What follows belongs to an exercise in optimizing a design on an open flow for small area, a short achievable clock period and few clock cycles per item; a production flow would make more cautious choices.
RTL that was checked went through simulation tests only; none was proved equivalent to the original.
The RTL of runs 2 to 5 was laid out without a check of its function.

## flow/design.v (module list and top-level ports; edited modules follow where they fit)
// module material_eval: 2953 lines
// module phase_count: 375 lines
// module taper_blend: 1731 lines
// module eval_control: 57 lines
// module board_eval: 50 lines
module board_eval
#(
   parameter int EVAL_WIDTH = 16                       
)
(
   input  logic                         clk,
   input  logic                         reset,
   input  logic [255:0]                 board_in,
   input  logic                         board_valid,
   input  logic                         attack_done,
   input  logic                         clear_eval,
   output logic signed [EVAL_WIDTH-1:0] eval,
   output logic                         eval_valid
);
  // ...
==> flow/flow/run.sh <==
#!/bin/bash
# The standard layout with two changes:
#  - after the standard synthesis, fapol.py removes inverters around the full adders
#    by using some adders with all pins inverted (a full adder is self-dual); the
#    registers are not touched;
#  - the input and output ports are buffered with buf_2 cells.
set -euo pipefail
R=orfs/results/sky130hd/board_eval/base
bash standard.sh synth > synth_flow.log 2>&1
cp $R/1_2_yosys.v synth_standard.v
python3 flow/fapol.py synth_standard.v $R/1_2_yosys.v > fapol.log 2>&1
touch $R/1_2_yosys.v
bash standard.sh finish BUFFER_PORTS_ARGS="-buffer_cell sky130_fd_sc_hd__buf_2" > finish_flow.log 2>&1
==> flow/flow/fapol.py <==
#!/usr/bin/env python3
"""Removes inverters around full-adder cells in a Yosys gate netlist.

A full adder is self-dual: FA(~a, ~b, ~c) = (~sum, ~cout). Synthesis extracts full
adders with arbitrary input and output polarities and fills the gaps with inverters.
This script picks, for every full adder, whether to use it as is or with all of its
pins inverted, so as to need as few inverters as possible, then rewires the netlist:
every inverter is removed and one inverter per net is put back where some load
needs the inverted value. Registers and all other cells are left as they are.

usage: fapol.py in.v out.v
"""
import math
import random
import re
import sys
from collections import defaultdict

OUT_PINS = {'X', 'Y', 'Q', 'Q_N', 'SUM', 'COUT', 'HI', 'LO'}

src = open(sys.argv[1]).read()
m = re.search(r'^module\s.*?;\n', src, re.S | re.M)
head_end = m.end()
body = src[head_end:]
inst_re = re.compile(r'^\s*(sky130_fd_sc_hd__\w+)\s+(\S+)\s*\((.*?)\);\n', re.S | re.M)
pin_re = re.compile(r'\.(\w+)\(([^()]*)\)')

decls = []       # text lines that are not instances (ports, wires)
insts = []       # [type, name, [(pin, net)]]
pos = 0
for mm in inst_re.finditer(body):
    decls.append(body[pos:mm.start()])
    insts.append([mm.group(1), mm.group(2), [(p, n.strip()) for p, n in pin_re.findall(mm.group(3))]])
    pos = mm.end()
tail = body[pos:]
assert 'assign' not in ''.join(decls) + tail, 'assign statements not handled'

outputs = set()
for line in src[:head_end].split('\n') + ''.join(decls).split('\n'):
    mo = re.match(r'\s*output\s+(\[(\d+):(\d+)\]\s+)?(\S+);', line)
    if mo:
        if mo.group(1):
            hi, lo = int(mo.group(2)), int(mo.group(3))
            for i in range(min(hi, lo), max(hi, lo) + 1):
                outputs.add('%s[%d]' % (mo.group(4), i))
        else:
            outputs.add(mo.group(4))


def is_inv(t):
    return re.match(r'sky130_fd_sc_hd__inv_\d+$', t) is not None


def is_fa(t):
    return re.match(r'sky130_fd_sc_hd__fa_\d+$', t) is not None


driver = {}
for idx, (t, name, pins) in enumerate(insts):
    for p, n in pins:
        if p in OUT_PINS:
            driver[n] = idx

# Inverters that may be removed: not driving an output port
removable = set()
for idx, (t, name, pins) in enumerate(insts):
    if is_inv(t):
        y = dict(pins)['Y']
        if y not in outputs:
            removable.add(idx)


def resolve(n):
    """(base net, parity) through removable inverters."""
    par = 0
    seen = 0
    while n in driver and driver[n] in removable:
        n = dict(insts[driver[n]][2])['A']
        par ^= 1
        seen += 1
        assert seen < 100
    return n, par


# Loads: (instance index, pin, base, parity)
loads = []
for idx, (t, name, pins) in enumerate(insts):
    if idx in removable:
        continue
    for p, n in pins:
        if p in OUT_PINS:
            continue
        b, par = resolve(n)
        loads.append((idx, p, b, par))

fa_ids = [i for i, x in enumerate(insts) if is_fa(x[0])]
flip = defaultdict(int)
loads_of_base = defaultdict(list)
for li, (idx, p, b, par) in enumerate(loads):
    loads_of_base[b].append(li)


def drv_flip(b):
    d = driver.get(b)
    return flip[d] if d is not None and is_fa(insts[d][0]) else 0


def need_inv(li):
    idx, p, b, par = loads[li]
    lf = flip[idx] if is_fa(insts[idx][0]) else 0
    return par ^ lf ^ drv_flip(b)


def base_cost(b):
    return 1 if any(need_inv(li) for li in loads_of_base[b]) else 0


def fa_bases(i):
    out = set()
    for p, n in insts[i][2]:
        if p in OUT_PINS:
            out.add(n)
        else:
            out.add(resolve(n)[0])
    return out


bases_of_fa = {i: fa_bases(i) for i in fa_ids}
all_bases = set(loads_of_base)
before = sum(base_cost(b) for b in all_bases)
def local_cost(i):
    return sum(base_cost(b) for b in bases_of_fa[i])


# Greedy single flips, then simulated annealing with a fixed seed
def greedy():
    for sweep in range(50):
        changed = 0
        for i in fa_ids:
            c0 = local_cost(i)
            flip[i] ^= 1
            if local_cost(i) < c0:
                changed += 1
            else:
                flip[i] ^= 1
        if not changed:
            break


greedy()
rng = random.Random(1)
cur = sum(base_cost(b) for b in all_bases)
best = cur
best_flip = dict(flip)
steps = 300000
for step in range(steps):
    temp = 1.5 * (1 - step / steps) + 0.05
    i = rng.choice(fa_ids)
    c0 = local_cost(i)
    flip[i] ^= 1
    d = local_cost(i) - c0
    if d <= 0 or rng.random() < math.exp(-d / temp):
        cur += d
        if cur < best:
            best = cur
            best_flip = dict(flip)
    else:
        flip[i] ^= 1
flip.clear()
flip.update(best_flip)
greedy()
after = sum(base_cost(b) for b in all_bases)
n_removable = len(removable)

# Rewire
inv_net = {}
new_insts = []
k = 0
for b in sorted(all_bases):
    if base_cost(b):
        w = '_fapol_n%d_' % k
        inv_net[b] = w
        new_insts.append(['sky130_fd_sc_hd__inv_1', '_fapol_i%d_' % k, [('A', b), ('Y', w)]])
        k += 1
pin_net = {}
for li, (idx, p, b, par) in enumerate(loads):
    pin_net[(idx, p)] = inv_net[b] if need_inv(li) else b

dead = set(dict(insts[i][2])['Y'] for i in removable)


def drop_dead(text):
    keep = []
    for line in text.split('\n'):
        mo = re.match(r'\s*wire\s+(\S+)\s*;\s*$', line)
        if mo and mo.group(1) in dead:
            continue
        keep.append(line)
    return '\n'.join(keep)


decls = [drop_dead(x) for x in decls]
out = [src[:head_end]]
out.append(''.join(decls[:1]))
for b, w in sorted(inv_net.items(), key=lambda x: x[1]):
    out.append('  wire %s;\n' % w)
out.append(''.join(decls[1:]))


def emit(t, name, pins):
    s = '  %s %s (\n' % (t, name)
    s += ',\n'.join('    .%s(%s%s)' % (p, n, ' ' if n.startswith('\\') else '') for p, n in pins)
    return s + '\n  );\n'


for idx, (t, name, pins) in enumerate(insts):
    if idx in removable:
        continue
    pins = [(p, n if p in OUT_PINS else pin_net[(idx, p)]) for p, n in pins]
    out.append(emit(t, name, pins))
for t, name, pins in new_insts:
    out.append(emit(t, name, pins))
out.append(tail)
open(sys.argv[2], 'w').write(''.join(out))
print('fapol: %d full adders, %d flipped; inverters %d -> %d'
      % (len(fa_ids), sum(flip[i] for i in fa_ids), n_removable, after))
if len(sys.argv) > 3:
    from collections import Counter
    c = Counter()
    for b in inv_net:
        allinv = all(need_inv(li) for li in loads_of_base[b])
        d = driver.get(b)
        dt = insts[d][0].replace('sky130_fd_sc_hd__', '') if d is not None else 'port'
        c[(allinv, dt)] += 1
    for k, v in c.most_common(30):
        print(v, k)
==> flow/standard.sh <==
#!/bin/bash
# synth_recipe.tcl (not shown) runs the flow's synth.tcl, then flattens the netlist and writes it again
# the make line also repeats each setting of config.mk as NAME=value (left out here)
make -C /OpenROAD-flow-scripts/flow DESIGN_CONFIG=/design/flow/config.mk WORK_HOME=/design/flow/orfs CLKGATE_MAP_FILE= SYNTH_SCRIPT=/design/flow/synth_recipe.tcl "${@:-finish}"
==> flow/config.mk <==
export PLATFORM = sky130hd
export DESIGN_NAME = board_eval
export DESIGN_NICKNAME = board_eval
export VERILOG_FILES = /design/flow/design.v
export SDC_FILE = /design/flow/constraint.sdc
export NUM_CORES = 4
export LEC_CHECK = 0
export CAP_MARGIN = 20
export CORE_MARGIN = 2
export CORE_UTILIZATION = 40
export SLEW_MARGIN = 20
==> flow/constraint.sdc <==
create_clock -name core_clock -period 7.0 [get_ports {clk}]
set_input_delay 1.4000 -clock core_clock [delete_from_list [all_inputs] [get_ports {clk}]]
set_output_delay 1.4000 -clock core_clock [all_outputs]
set_load 0.01 [all_outputs]
==> out/metrics.cfg, run 1 <==
[run_status]
status = complete, no violations

[sta]
hold_violations = 0
setup_viol = 0
fin_crit_ns = 6.60
rsz0062_at_grt = false
relSlewSlack_pct = 48.9

[floorplan]
io_pins = 278
taps = 1155
rows = 108
core_um2 = 86300
fp.dieH_um = 299

[grt]
grt_use_met1_pct = 30.8

[clock_tree]
cts-htree-levels = 4
cts_resized = 0
clkLatencyLatePin_ns = 0.45
cts_tree = built
cts-root-buf = clkbuf_16
cts_hold_buf = 0

[place]
post_dp_cell_area_um2 = 37000

[layout]
multiInputGateArea_um2 = 28900
top_regs = u_material_eval.cnt: 42 flops, u_taper_blend.dig: 24 flops, u_taper_blend.p3: 18 flops
fin_nets = 5100
seq_cell_count = 145
inverters = 490
largest_reg_flops = 42
comb.multi_input.count = 3003

[hold_path]
worstHoldStart = u_eval_control.capture_d

[yosys]
netlist_instances = 3886

[worst_setup_path]
arrival_ns = 6.79
reg2reg_setup_slack_ns = 0.40
critical_path_required_ns = 7.19
cp_max_fo = 16
path_cells = a221oi_1 > xnor2_1 > fa_1 > fa_1 > fa_1 > fa_1 > ha_1 > fa_1 > a21o_1 > a221oi_4 > o21ai_1 > a221oi_1 > o21a_1 > xor2_1 > nor4b_4 > nor2_1 > a221o_1 > a32o_1 > xor2_1
cp_num_cells = 19
crit_type = reg -> reg

Testbench counts, summed over its fixed seeds: cycles 2,048, boards 512.
==> run 2: changes to the inputs <==
--- a/flow/design.v
+++ b/flow/design.v
@@ -4202,22 +4202,19 @@
    logic t821;
    logic t822;
    logic t823;
    logic t824;
    logic t825;
    logic [33:0] y_s;
    logic [33:0] y_c;
    logic t826;
-   logic [16:0] y_lo;
-   logic [17:0] y_hi0;
-   logic [17:0] y_hi1;
-   logic [17:0] y_hi2;
+   logic [33:0] y0;
+   logic [33:0] y1;
    logic t827;
-   logic t828;
    logic [15:0] q;
    assign count_h1 = {cnt[6], cnt[5], cnt[4], cnt[3], cnt[2], cnt[1], cnt[0]};
    assign count_h2 = {cnt[13], cnt[12], cnt[11], cnt[10], cnt[9], cnt[8], cnt[7]};
    assign count_h3 = {cnt[20], cnt[19], cnt[18], cnt[17], cnt[16], cnt[15], cnt[14]};
    assign count_h4 = {cnt[27], cnt[26], cnt[25], cnt[24], cnt[23], cnt[22], cnt[21]};
    assign count_h5 = {cnt[34], cnt[33], cnt[32], cnt[31], cnt[30], cnt[29], cnt[28]};
    assign count_nh6 = {cnt[41], cnt[40], cnt[39], cnt[38], cnt[37], cnt[36], cnt[35]};
    assign ocount = officers;
@@ -5055,23 +5052,20 @@
    assign t821 = t621 | e_sum[13];
    assign t822 = t817 ^ t820;
    assign t823 = t817 & t820;
    assign t824 = ~dig[24] ^ e_sum[14] ^ t821;
    assign t825 = (~dig[24] & e_sum[14]) | (~dig[24] & t821) | (e_sum[14] & t821);
    assign y_s = {1'b1, ~e_sum[16], t825, t823, t819, t815, t811, t805, t799, t793, t785, t777, t769, t759, t749, t739, t727, t717, t707, t697, t687, t677, t669, t666, t653, t647, t641, t638, t631, t627, t624, t445, ~e_sum[0], t443};
    assign y_c = {1'b0, e_sum[15], ~e_sum[15], t824, t822, t818, t814, t810, t804, t798, t792, t784, t776, t768, t758, t748, t738, t726, t716, t706, t696, t686, t676, t668, t660, t652, t646, t640, t634, t630, t626, t622, ~t445, dig[4]};
    assign t826 = (y_s[0] ^ y_c[0]) | ((y_s[1] ^ y_c[1]) != (y_s[0] | y_c[0])) | ((y_s[2] ^ y_c[2]) != (y_s[1] | y_c[1])) | ((y_s[3] ^ y_c[3]) != (y_s[2] | y_c[2])) | ((y_s[4] ^ y_c[4]) != (y_s[3] | y_c[3])) | ((y_s[5] ^ y_c[5]) != (y_s[4] | y_c[4])) | ((y_s[6] ^ y_c[6]) != (y_s[5] | y_c[5])) | ((y_s[7] ^ y_c[7]) != (y_s[6] | y_c[6])) | ((y_s[8] ^ y_c[8]) != (y_s[7] | y_c[7])) | ((y_s[9] ^ y_c[9]) != (y_s[8] | y_c[8])) | ((y_s[10] ^ y_c[10]) != (y_s[9] | y_c[9])) | ((y_s[11] ^ y_c[11]) != (y_s[10] | y_c[10])) | ((y_s[12] ^ y_c[12]) != (y_s[11] | y_c[11])) | ((y_s[13] ^ y_c[13]) != (y_s[12] | y_c[12])) | ((y_s[14] ^ y_c[14]) != (y_s[13] | y_c[13])) | ((y_s[15] ^ y_c[15]) != (y_s[14] | y_c[14]));
-   assign y_lo = {1'b0, y_s[15:0]} + {1'b0, y_c[15:0]};
-   assign y_hi0 = y_s[33:16] + y_c[33:16];
-   assign y_hi1 = y_s[33:16] + y_c[33:16] + 18'd1;
-   assign y_hi2 = y_s[33:16] + y_c[33:16] + 18'd2;
-   assign t827 = y_lo[16] ? y_hi1[17] : y_hi0[17];
-   assign t828 = t827 & t826;
-   assign q = (y_lo[16] & t828) ? y_hi2[15:0] : (y_lo[16] | t828) ? y_hi1[15:0] : y_hi0[15:0];
+   assign y0 = y_s + y_c;
+   assign y1 = y_s + y_c + 34'h10000;
+   assign t827 = y0[33] & t826;
+   assign q = t827 ? y1[31:16] : y0[31:16];
    always_ff @(posedge clk)
    begin
       dig   <= dig_next;
       p1    <= p1_next;
       p3    <= p3_next;
       e_sum <= e_next;
       if (load)
          eval <= EVAL_WIDTH'(q);
==> flow/config.mk (replaced) <==
export PLATFORM = sky130hd
export DESIGN_NAME = board_eval
export DESIGN_NICKNAME = board_eval
export VERILOG_FILES = /design/flow/design.v
export SDC_FILE = /design/flow/constraint.sdc
export NUM_CORES = 4
export LEC_CHECK = 0
export CAP_MARGIN = 20
export CORE_MARGIN = 2
export CORE_UTILIZATION = 40
export SETUP_SLACK_MARGIN = 1.0
export SLEW_MARGIN = 20
==> out/metrics.cfg, run 2 <==
[sta]
rsz0062_at_grt = true
tns_ns = 0
clock_skew_ns = 0.0232
slew_violations = 0
clock.fmax_mhz = 163
hold_violations = 0  ; unchanged
tightestPinTransition_ns = 0.765
relSlewSlack_pct = 48.3  ; -0.54 points
timing.hold.ws_ns = 0.443
fin_crit_ns = 6.12  ; -0.471 ns
period_share_pct = 87.5
setup_viol = 0  ; unchanged
setup_slack_ns = 0.875

[detailed_routing]
viasPerCell = 5.45
drc = 0
drtIter0Drc = 2477
via_count = 27800
finalWirelength_mm = 108
dr.pass1.iters = 10
wl_per_cell_um = 21.3
ant_nets = 0

[worst_setup_path]
arrival_ns = 6.31  ; -0.48 ns
cp-end-kind = flop
crit_path_start = u_taper_blend.p3[0]
cp_max_fo = 15  ; -1
start_kind = flop
critical_path_required_ns = 7.19  ; about the same
crit_type = reg -> reg
r2r-start = u_taper_blend.p3[0]

[grt]
first_global_vias = 27300
antenna_found_initial = 33
grt-ovfl-total = 0
track_usage_pct = 24.7
grt_pass1_wl_mm = 163
grt_max_degree = 20

[run_status]
status = complete, no violations

[yosys]
syn-num-nets = 4902
netlist_instances = 3788  ; -2.5%
synth_area_um2 = 34200
yosys_warnings = 4
syn_avg_cell_area_um2 = 9.02

[floorplan]
fp.dieH_um = 296  ; -0.78%
start_util_pct = 40.2
dieArea_um2 = 87700
core_um2 = 84900  ; -1.7%
die_w_um = 296
rows = 107  ; -0.93%
io_pins = 278  ; unchanged

[clock_tree]
clkLatencyLatePin_ns = 0.46  ; about the same
path_clk_slew_ns = 0.06
cts_buffers = 17
clock-sinks = 145
cts-htree-levels = 4  ; unchanged
cts_max_path_buffers = 2
cts_tree = built
cts-root-buf = clkbuf_16

[layout]
largest_reg_flops = 42  ; unchanged
final_util_pct = 44.3
final_cell_mix = 622 x fa_1, 468 x inv_1, 277 x buf_2
top_register = u_material_eval.cnt
top_regs = u_material_eval.cnt: 42 flops, u_taper_blend.dig: 24 flops, u_taper_blend.p3: 18 flops
final_common_cell = fa_1
fin_nets = 5031  ; -1.4%
layoutNonFillerInstCount = 5091
syn_to_final_growth_pct = 10.2
drive_above_1_share_pct = 12.7
stdcell_area_um2 = 37600

[place]
dp_slack_ns = 0.510
post_dp_cell_area_um2 = 36500  ; -1.2%
portBuffers = 277
gp_congestion = 0.988
hpwlAfterDp_mm = 95.2
place_inst = 5033

[hold_path]
hold_path.class = reg -> reg
worstHoldStart = u_eval_control.capture_d

[flow_run]
drv_cap = 0

-- run 2: worst paths after layout --
path,to,slack [ns],cells past startpoint
setup / recovery,u_taper_blend.eval[15],0.88,19
hold / removal,u_eval_control.load,0.44,1
setup reg to reg,u_taper_blend.eval[15],0.88,19
hold reg to reg,u_eval_control.load,0.44,1
-- run 2: layout make-up --
cell class,instances,area (um^2)
inverter,471,1770
antenna,17,42.5
sequential,145,3120
clock inverter,9,81.3
fill,8283,47300
timing repair buffer,308,1630
clock buffer,23,478
tap,1144,1430
multi-input combinational,2974,29100
-- run 2: repair_timing --
item                       4_1_cts  5_1_grt
hold buffers                     0        0
setup endpoints to repair        8        7
hold endpoints to repair         0        0
setup buffers                    8        1
pin swaps                       14        7
resized for setup               87       18
-- run 2: critical path, cell delays in order, from the launching register on --
cell and delay, ns:
dfxtp_1 0.49, a22o_1 0.31, a221oi_1 0.44, xnor2_1 0.23, fa_1 0.56, inv_1 0.07
fa_1 0.45, ha_1 0.33, inv_1 0.09, ha_4 0.30, a21o_2 0.17, a211oi_1 0.08
or3_1 0.35, a31o_1 0.27, and3_4 0.20, o31ai_4 0.22, a211oi_2 0.10, or4_4 0.55
a2bb2oi_1 0.14, or4_1 0.50
-- run 2: per-layer routing --
metal	vias up	wire length [um]	track usage [%]
met3	246	6770	4.37
met4	30	4980	10.0
met5	-	225	0
li1	13100	-	-
met2	987	53000	42.7
met1	13400	43500	30.4
==> run 3: changes to the inputs <==
--- a/flow/config.mk
+++ b/flow/config.mk
@@ -9,4 +9,3 @@
 export CORE_MARGIN = 2
 export CORE_UTILIZATION = 40
-export SETUP_SLACK_MARGIN = 1.0
 export SLEW_MARGIN = 20
==> out/metrics.cfg, run 3 <==
[run_status]
status = complete, no violations

[sta]
period_share_pct = 94.8  ; +7.3 points
clock.fmax_mhz = 151  ; -7.7%
fin_crit_ns = 6.63  ; +0.508 ns
setup_viol = 0  ; unchanged
relSlewSlack_pct = 41.2  ; -7.1 points
tns_ns = 0  ; unchanged
hold_violations = 0  ; unchanged
tightestPinTransition_ns = 0.871  ; +0.106 ns
rsz0062_at_grt = false
slew_violations = 0  ; unchanged
clock_skew_ns = 0.0175  ; -0.00576 ns
setup_slack_ns = 0.367  ; -0.508 ns
timing.hold.ws_ns = 0.441  ; -0.00216 ns

[clock_tree]
path_clk_slew_ns = 0.06  ; about the same
cts-root-buf = clkbuf_16
cts_buffers = 17  ; unchanged
cts-htree-levels = 4  ; unchanged
clkLatencyLatePin_ns = 0.45  ; about the same
clock-sinks = 145  ; unchanged
post-cts-setup-buffer-count = 0  ; -8
cts_max_path_buffers = 2  ; unchanged
cts_tree = built

[floorplan]
fp.dieH_um = 296  ; unchanged
die_w_um = 296  ; unchanged
start_util_pct = 40.2  ; unchanged
core_um2 = 84900  ; unchanged
rows = 107  ; unchanged
io_pins = 278  ; unchanged
dieArea_um2 = 87700  ; unchanged

[place]
hpwlAfterDp_mm = 95.2  ; about the same
portBuffers = 277  ; unchanged
post_dp_cell_area_um2 = 36400  ; -0.28%
gp_congestion = 0.994  ; +0.56%
place_inst = 5036  ; +0.060%
dp_slack_ns = 0.323  ; -0.187 ns

[worst_setup_path]
arrival_ns = 6.81  ; +0.50 ns
critical_path_required_ns = 7.18  ; about the same
crit_path_end = u_taper_blend.eval[15]
cp-end-kind = flop
regToRegEndpoint = u_taper_blend.eval[15]
cp_max_fo = 16  ; +1
r2r-start = u_taper_blend.p1[11]
start_kind = flop
rr_worst_depth = 20  ; +1
crit_type = reg -> reg
reg2reg_setup_slack_ns = 0.37  ; -0.51 ns
crit_path_start = u_taper_blend.p1[11]

[grt]
grt_pass1_wl_mm = 162  ; -0.58%
first_global_vias = 26900  ; -1.6%
grt-ovfl-total = 0  ; unchanged
grt_max_degree = 20  ; unchanged
antenna_found_initial = 27  ; -18%
track_usage_pct = 24.7  ; about the same

[layout]
top_regs = u_material_eval.cnt: 42 flops, u_taper_blend.dig: 24 flops, u_taper_blend.p3: 18 flops
final_cell_mix = 625 x fa_1, 470 x inv_1, 277 x buf_2
fill_cells = 8337  ; +0.65%
drive_above_1_share_pct = 10.2  ; -2.5 points
largest_reg_flops = 42  ; unchanged
syn_to_final_growth_pct = 8.62
regArea_um2 = 3060  ; -1.8%
stdcell_area_um2 = 37100  ; -1.4%
layoutNonFillerInstCount = 5083  ; -0.16%
multiInputGateArea_um2 = 28600  ; -1.7%
fin_nets = 5025  ; -0.12%
final_common_cell = fa_1
top_register = u_material_eval.cnt

[yosys]
netlist_instances = 3788  ; unchanged
synth_area_um2 = 34200  ; unchanged
syn_avg_cell_area_um2 = 9.02  ; unchanged
syn-num-nets = 4902  ; unchanged
yosys_warnings = 4  ; unchanged

[flow_run]
drv_cap = 0  ; unchanged

[detailed_routing]
dr.pass1.iters = 6  ; -4
wl_per_cell_um = 21.2  ; -0.32%
ant_nets = 0  ; unchanged
drc = 0  ; unchanged
via_count = 27600  ; -0.53%
viasPerCell = 5.43  ; -0.37%
finalWirelength_mm = 108  ; -0.48%
drtIter0Drc = 2360  ; -4.7%

[hold_path]
hold_path.class = reg -> reg

==> run 3: critical path, cell delays in order, from the launching register on <==
cell and delay, ns:
dfxtp_1 0.49, buf_4 0.30, a22o_1 0.22, a221oi_1 0.37
xnor2_1 0.20, o21ai_0 0.13, nand2b_1 0.11, fa_1 0.45
fa_1 0.48, ha_1 0.29, ha_1 0.40, a21oi_1 0.24
o21ai_1 0.18, a2111oi_4 0.41, nand4_1 0.19, a31oi_1 0.34
xnor2_1 0.20, nand3_1 0.17, or4_1 0.54, a2bb2oi_1 0.15
or4_1 0.50
==> run 3: how the worst min path moves through the flow <==
stage | startpoint | end | slack, ns | depth (start not counted)
final | u_eval_control.capture_d | u_eval_control.load | 0.44 | 1
after global routing | u_eval_control.capture_d | u_eval_control.load | 0.46 | 1
after CTS | u_eval_control.capture_d | u_eval_control.load | 0.44 | 1
after detailed placement | u_eval_control.capture_d | u_eval_control.load | 0.43 | 1
after global placement | u_eval_control.capture_d | u_eval_control.load | 0.42 | 1
after floorplan | u_eval_control.capture_d | u_eval_control.load | 0.41 | 1
==> run 3: timing repair <==
action,in CTS,in global routing
hold buffers,0,0
setup endpoints to repair,0,1
gates resized for setup,0,2
==> run 3: through the flow <==
| step | utilization (%) |
|---|---|
| floorplan | - |
| global placement | 42.9 |
| detailed placement | 42.9 |
| CTS | 43.6 |
| global route | 43.7 |
| finish | 43.7 |
==> run 3: layout make-up <==
cell class,count,share of cell area (%)
clock buffer,19,1.22
antenna,16,0.108
inverter,471,4.77
sequential,145,8.26
clock inverter,12,0.486
timing repair buffer,302,4.24
multi-input combinational,2974,77.1
tap,1144,3.86
==> run 3: layer usage <==
layer	track usage, %	wire length, um	share of wire (%)	vias up
met4	9.56	4350	4.0	14
met5	0	91	0.084	-
met2	42.4	52600	49	984
met1	31.4	44100	41	13300
met3	3.40	6790	6.3	187
li1	-	-	-	13100
==> run 4: changes to the inputs <==
--- a/flow/config.mk
+++ b/flow/config.mk
@@ -9,3 +9,4 @@
 export CORE_MARGIN = 2
 export CORE_UTILIZATION = 40
+export SETUP_SLACK_MARGIN = 1.5
 export SLEW_MARGIN = 20
==> out/metrics.cfg, run 4 <==
[layout]
layoutNonFillerInstCount = 5089  ; +0.12%
final_util_pct = 45.8  ; +2.1 points
fin_nets = 5042  ; +0.34%
syn_to_final_growth_pct = 13.8
final_common_cell = fa_1
top_register = u_material_eval.cnt
stdcell_area_um2 = 38900  ; +4.8%
top_regs = u_material_eval.cnt: 42 flops, u_taper_blend.dig: 24 flops, u_taper_blend.p3: 18 flops
largest_reg_flops = 42  ; unchanged
final_cell_mix = 569 x fa_1, 458 x inv_1, 264 x buf_2
drive_above_1_share_pct = 18.8  ; +8.6 points

[sta]
clock.fmax_mhz = 169  ; +12%
timing.hold.ws_ns = 0.434  ; -0.00707 ns
hold_violations = 0  ; unchanged
tightestPinTransition_ns = 0.752  ; -0.119 ns
relSlewSlack_pct = 49.8  ; +8.6 points
rsz0062_at_grt = true
tns_ns = 0  ; unchanged
setup_viol = 0  ; unchanged
setup_slack_ns = 1.08  ; +0.708 ns
slew_violations = 0  ; unchanged
fin_crit_ns = 5.92  ; -0.708 ns
period_share_pct = 84.6  ; -10 points
clock_skew_ns = 0.0177  ; +0.000228 ns

[floorplan]
rows = 107  ; unchanged
start_util_pct = 40.2  ; unchanged
core_um2 = 84900  ; unchanged
fp.dieH_um = 296  ; unchanged
io_pins = 278  ; unchanged
die_w_um = 296  ; unchanged
dieArea_um2 = 87700  ; unchanged

[worst_setup_path]
critical_path_required_ns = 7.20  ; +0.02 ns
cp-end-kind = flop
cp_max_fo = 14  ; -2
regToRegEndpoint = u_taper_blend.eval[15]
arrival_ns = 6.12  ; -0.69 ns
start_kind = flop
crit_type = reg -> reg
reg2reg_setup_slack_ns = 1.08  ; +0.71 ns
r2r-start = u_taper_blend.p1[11]
rr_worst_depth = 18  ; -10%

[detailed_routing]
via_count = 28100  ; +2.0%
finalWirelength_mm = 110  ; +1.9%
dr.pass1.iters = 11  ; +5
drtIter0Drc = 2200  ; -6.8%
drc = 0  ; unchanged
ant_nets = 0  ; unchanged
wl_per_cell_um = 21.6  ; +1.8%
viasPerCell = 5.53  ; +1.8%

[place]
dp_slack_ns = 0.640  ; +0.316 ns
gp_congestion = 0.952  ; -4.2%
post_dp_cell_area_um2 = 36900  ; +1.2%
portBuffers = 277  ; unchanged
place_inst = 5022  ; -0.28%
hpwlAfterDp_mm = 96.1  ; +0.93%

[grt]
grt_use_met1_pct = 32.4  ; +0.96 points
grt_max_degree = 20  ; unchanged
first_global_vias = 27600  ; +2.8%
grt_pass1_wl_mm = 166  ; +2.3%
use_met2_pct = 43.1  ; +0.76 points
met3_usage_pct = 3.20  ; -0.20 points
top_usage_layer = met2
grt-ovfl-total = 0  ; unchanged
antenna_found_initial = 9  ; -67%
track_usage_pct = 25.2  ; +0.54 points

[clock_tree]
cts_hold_buf = 0  ; unchanged
cts-root-buf = clkbuf_16
cts_max_path_buffers = 2  ; unchanged
cts-htree-levels = 4  ; unchanged
cts_tree = built
path_clk_slew_ns = 0.06  ; about the same
cts_buffers = 17  ; unchanged
clock-sinks = 145  ; unchanged
clkLatencyLatePin_ns = 0.46  ; about the same

[hold_path]
worstHoldStart = u_eval_control.capture_d
hold_depth = 1  ; unchanged
hold_path.class = reg -> reg
hold_end = u_eval_control.load

[yosys]
synth_area_um2 = 34200  ; unchanged
syn-num-nets = 4902  ; unchanged
netlist_instances = 3788  ; unchanged
yosys_warnings = 4  ; unchanged
syn_avg_cell_area_um2 = 9.02  ; unchanged

[flow_run]
drv_cap = 0  ; unchanged

[run_status]
status = complete, no violations

==> run 4: metal layers <==
layer / share of wire (%) / vias to the layer above
met4: 4.8 / 4
met2: 48 / 996
met5: 0.030 / -
met3: 5.0 / 212
met1: 42 / 13800
li1: - / 13100
==> run 4: worst max-delay path, stage by stage (launching register included) <==
cell       delay, ns
dfxtp_4         0.37
buf_6           0.16
a222oi_1        0.44
xnor2_1         0.15
fa_1            0.45
fa_1            0.43
fa_1            0.49
inv_1           0.05
fa_1            0.50
ha_2            0.34
a2111oi_4       0.33
a32oi_2         0.16
inv_1           0.12
and3_4          0.22
or4_4           0.16
nand3_4         0.14
or4_4           0.59
a2bb2oi_1       0.14
or4_1           0.45
==> run 4: timing repair <==
action                     4_1_cts  5_1_grt
setup endpoints to repair       27       41
hold endpoints to repair         0        0
gates resized for setup        108      222
setup buffers                   21       10
pin swaps                       47       75
==> run 4: how the worst max path moves through the flow <==
| stage | end | startpoint |
|---|---|---|
| after floorplan | u_taper_blend.eval[15] | u_taper_blend.dig[3] |
| after global placement | u_taper_blend.eval[15] | u_taper_blend.dig[7] |
| after detailed placement | u_taper_blend.eval[15] | u_taper_blend.dig[14] |
| after CTS | u_taper_blend.eval[15] | u_taper_blend.p1[11] |
| after global routing | u_taper_blend.eval[15] | u_taper_blend.p1[11] |
| final | u_taper_blend.eval[15] | u_taper_blend.p1[11] |
==> run 4: area by class of cell <==
type	count	area (um^2)
multi-input cells	2974	30100
flip-flops and latches	145	3170
repair buffers	319	1770
well taps	1144	1430
diodes	4	10.0
fillers	8264	46000
inverters	471	1780
clock buffers	21	460
clock inverters	11	106
==> run 5: changes to the inputs <==
--- a/flow/config.mk
+++ b/flow/config.mk
@@ -9,4 +9,4 @@
 export CORE_MARGIN = 2
 export CORE_UTILIZATION = 40
-export SETUP_SLACK_MARGIN = 1.5
+export SETUP_SLACK_MARGIN = 2.0
 export SLEW_MARGIN = 20
==> out/metrics.cfg, run 5 <==
[clock_tree]
cts_max_path_buffers = 2  ; unchanged
cts_tree = built
cts_buffers = 17  ; unchanged
path_clk_slew_ns = 0.07  ; about the same
cts-root-buf = clkbuf_16
clkLatencyLatePin_ns = 0.47  ; about the same
cts-htree-levels = 4  ; unchanged
clock-sinks = 145  ; unchanged

[yosys]
syn_avg_cell_area_um2 = 9.02  ; unchanged
syn-num-nets = 4902  ; unchanged
netlist_instances = 3788  ; unchanged
yosys_warnings = 4  ; unchanged
synth_area_um2 = 34200  ; unchanged

[layout]
top_register = u_material_eval.cnt
final_common_cell = fa_1
top_regs = u_material_eval.cnt: 42 flops, u_taper_blend.dig: 24 flops, u_taper_blend.p3: 18 flops
syn_to_final_growth_pct = 24.2
drive_above_1_share_pct = 30.1  ; +11 points
final_util_pct = 50.0  ; +4.2 points
final_cell_mix = 510 x fa_1, 414 x inv_1, 194 x a21oi_1
fin_nets = 5137  ; +1.9%
largest_reg_flops = 42  ; unchanged

[floorplan]
die_w_um = 296  ; unchanged
io_pins = 278  ; unchanged
core_um2 = 84900  ; unchanged
rows = 107  ; unchanged
fp.dieH_um = 296  ; unchanged
dieArea_um2 = 87700  ; unchanged
start_util_pct = 40.2  ; unchanged

[worst_setup_path]
crit_family = adder cells
cp_max_fo = 18  ; +4
cp-end-kind = flop
start_kind = flop
crit_path_frequent_cell = fa_1
crit_type = reg -> reg
cp_num_buf_inv = 4  ; +1
critical_path_required_ns = 7.21  ; about the same
arrival_ns = 6.22  ; +0.10 ns
slowest_stage = or4_1
critPathMaxStageDelay_ns = 0.50  ; -0.09 ns
path_cells = a22o_1 > a221oi_1 > xor2_1 > fa_1 > fa_1 > fa_1 > inv_1 > fa_1 > ha_2 > a2111oi_4 > a32oi_2 > buf_4 > buf_4 > nor3_2 > and3b_1 > nand4_1 > buf_4 > a2111oi_0 > or4_1

[sta]
clock_skew_ns = 0.0145  ; -0.00317 ns
period_share_pct = 85.8  ; +1.2 points
tns_ns = 0  ; unchanged
fin_crit_ns = 6.01  ; +0.0831 ns
tightestPinTransition_ns = 1.15  ; +0.401 ns
setup_slack_ns = 0.992  ; -0.0831 ns
relSlewSlack_pct = 22.6  ; -27 points
setup_viol = 0  ; unchanged
clock.fmax_mhz = 166  ; -1.4%
slew_violations = 0  ; unchanged
hold_violations = 0  ; unchanged
rsz0062_at_grt = true

[detailed_routing]
ant_nets = 0  ; unchanged
dr.pass1.iters = 8  ; -3
drc = 0  ; unchanged
wl_per_cell_um = 22.0  ; +1.9%
via_count = 28800  ; +2.2%
finalWirelength_mm = 115  ; +4.1%
viasPerCell = 5.53  ; about the same
drtIter0Drc = 1956  ; -11%

[place]
portBuffers = 277  ; unchanged
gp_congestion = 0.969  ; +1.8%
hpwlAfterDp_mm = 96.5  ; +0.42%
dp_slack_ns = 0.651  ; +0.0110 ns

[grt]
grt-ovfl-total = 0  ; unchanged
grt_max_degree = 20  ; unchanged
antenna_found_initial = 36  ; +27
grt_pass1_wl_mm = 171  ; +2.7%
first_global_vias = 29000  ; +5.0%
track_usage_pct = 25.9  ; +0.72 points

[run_status]
status = complete, no violations

[flow_run]
drv_cap = 0  ; unchanged

[hold_path]
hold_path.class = reg -> reg

[run 5: routing by layer]
layer	wire, um	global-route usage [%]	up-vias
li1	-	-	13400
met5	180	0	-
met4	6150	12.5	30
met1	43700	30.6	14300
met2	57600	45.4	861
met3	6940	4.68	254
[run 5: final timing paths]
| path | from | endpoint | slack [ns] | depth (start not counted) |
|---|---|---|---|---|
| max | u_taper_blend.dig[7] | u_taper_blend.eval[15] | 0.99 | 19 |
| min | u_eval_control.capture_d | u_eval_control.load | 0.44 | 1 |
| max reg2reg | u_taper_blend.dig[7] | u_taper_blend.eval[15] | 0.99 | 19 |
| min reg2reg | u_eval_control.capture_d | u_eval_control.load | 0.44 | 1 |
[run 5: layout make-up]
type                            instances  area [um^2]
Fill cell                            7864        42400
Multi-Input combinational cell       2974        32200
Sequential cell                       145         3200
Timing Repair Buffer                  414         3160
Inverter                              471         1810
Tap cell                             1144         1430
Clock buffer                           19          454
Clock inverter                         13          125
Antenna cell                           22         55.1
[run 5: metrics by stage]
step | hold slack [ns] | instances | cell area (um^2)
floorplan | 0.414 | 3788 | 35800
global placement | 0.419 | 5021 | 37400
detailed placement | 0.429 | 5021 | 37400
CTS | 0.445 | 5124 | 40800
global route | 0.467 | 5191 | 42400
finish | 0.440 | 5202 | 42400
[run 5: timing repair]
action | 4_1_cts | 5_1_grt
setup endpoints to repair | 63 | 60
pin swaps | 177 | 161
cloned | 1 | 0
hold buffers | 0 | 0
gates resized for setup | 577 | 302
buffers inserted | 70 | 56

[re-timing with driven ports]
Ports are ideal in the flow. The routed layouts listed here were re-timed in OpenROAD. Step 1: set_driving_cell puts a clkbuf_16 on clk and a buf_2 on each other input, an assumption about the parent block. Step 2, shift: input delay + t, output delay - t, t = (earliest + latest rising clock arrival at the registers) / 2. This alone moves slack from input paths to output paths. a / b / c = ideal ports / drivers / drivers and shift; a / b = the first two.
run | t, ns | setup WS [ns] | worst setup path at the end
run 1 | 0.506 | 0.404 / 0.404 / 0.404 | register to register
run 2 | 0.502 | 0.875 / 0.875 / 0.727 | input to register
run 3 | 0.499 | 0.367 / 0.367 / 0.367 | register to register
run 4 | 0.514 | 1.076 / 1.076 / 1.067 | input to register
run 5 | 0.522 | 0.992 / 0.992 / 0.992 | register to register
After both steps every run listed still meets setup and hold. The setup slack of run 2, which loses most, moves by 0.000 ns with the drivers and by -0.148 ns with both steps.
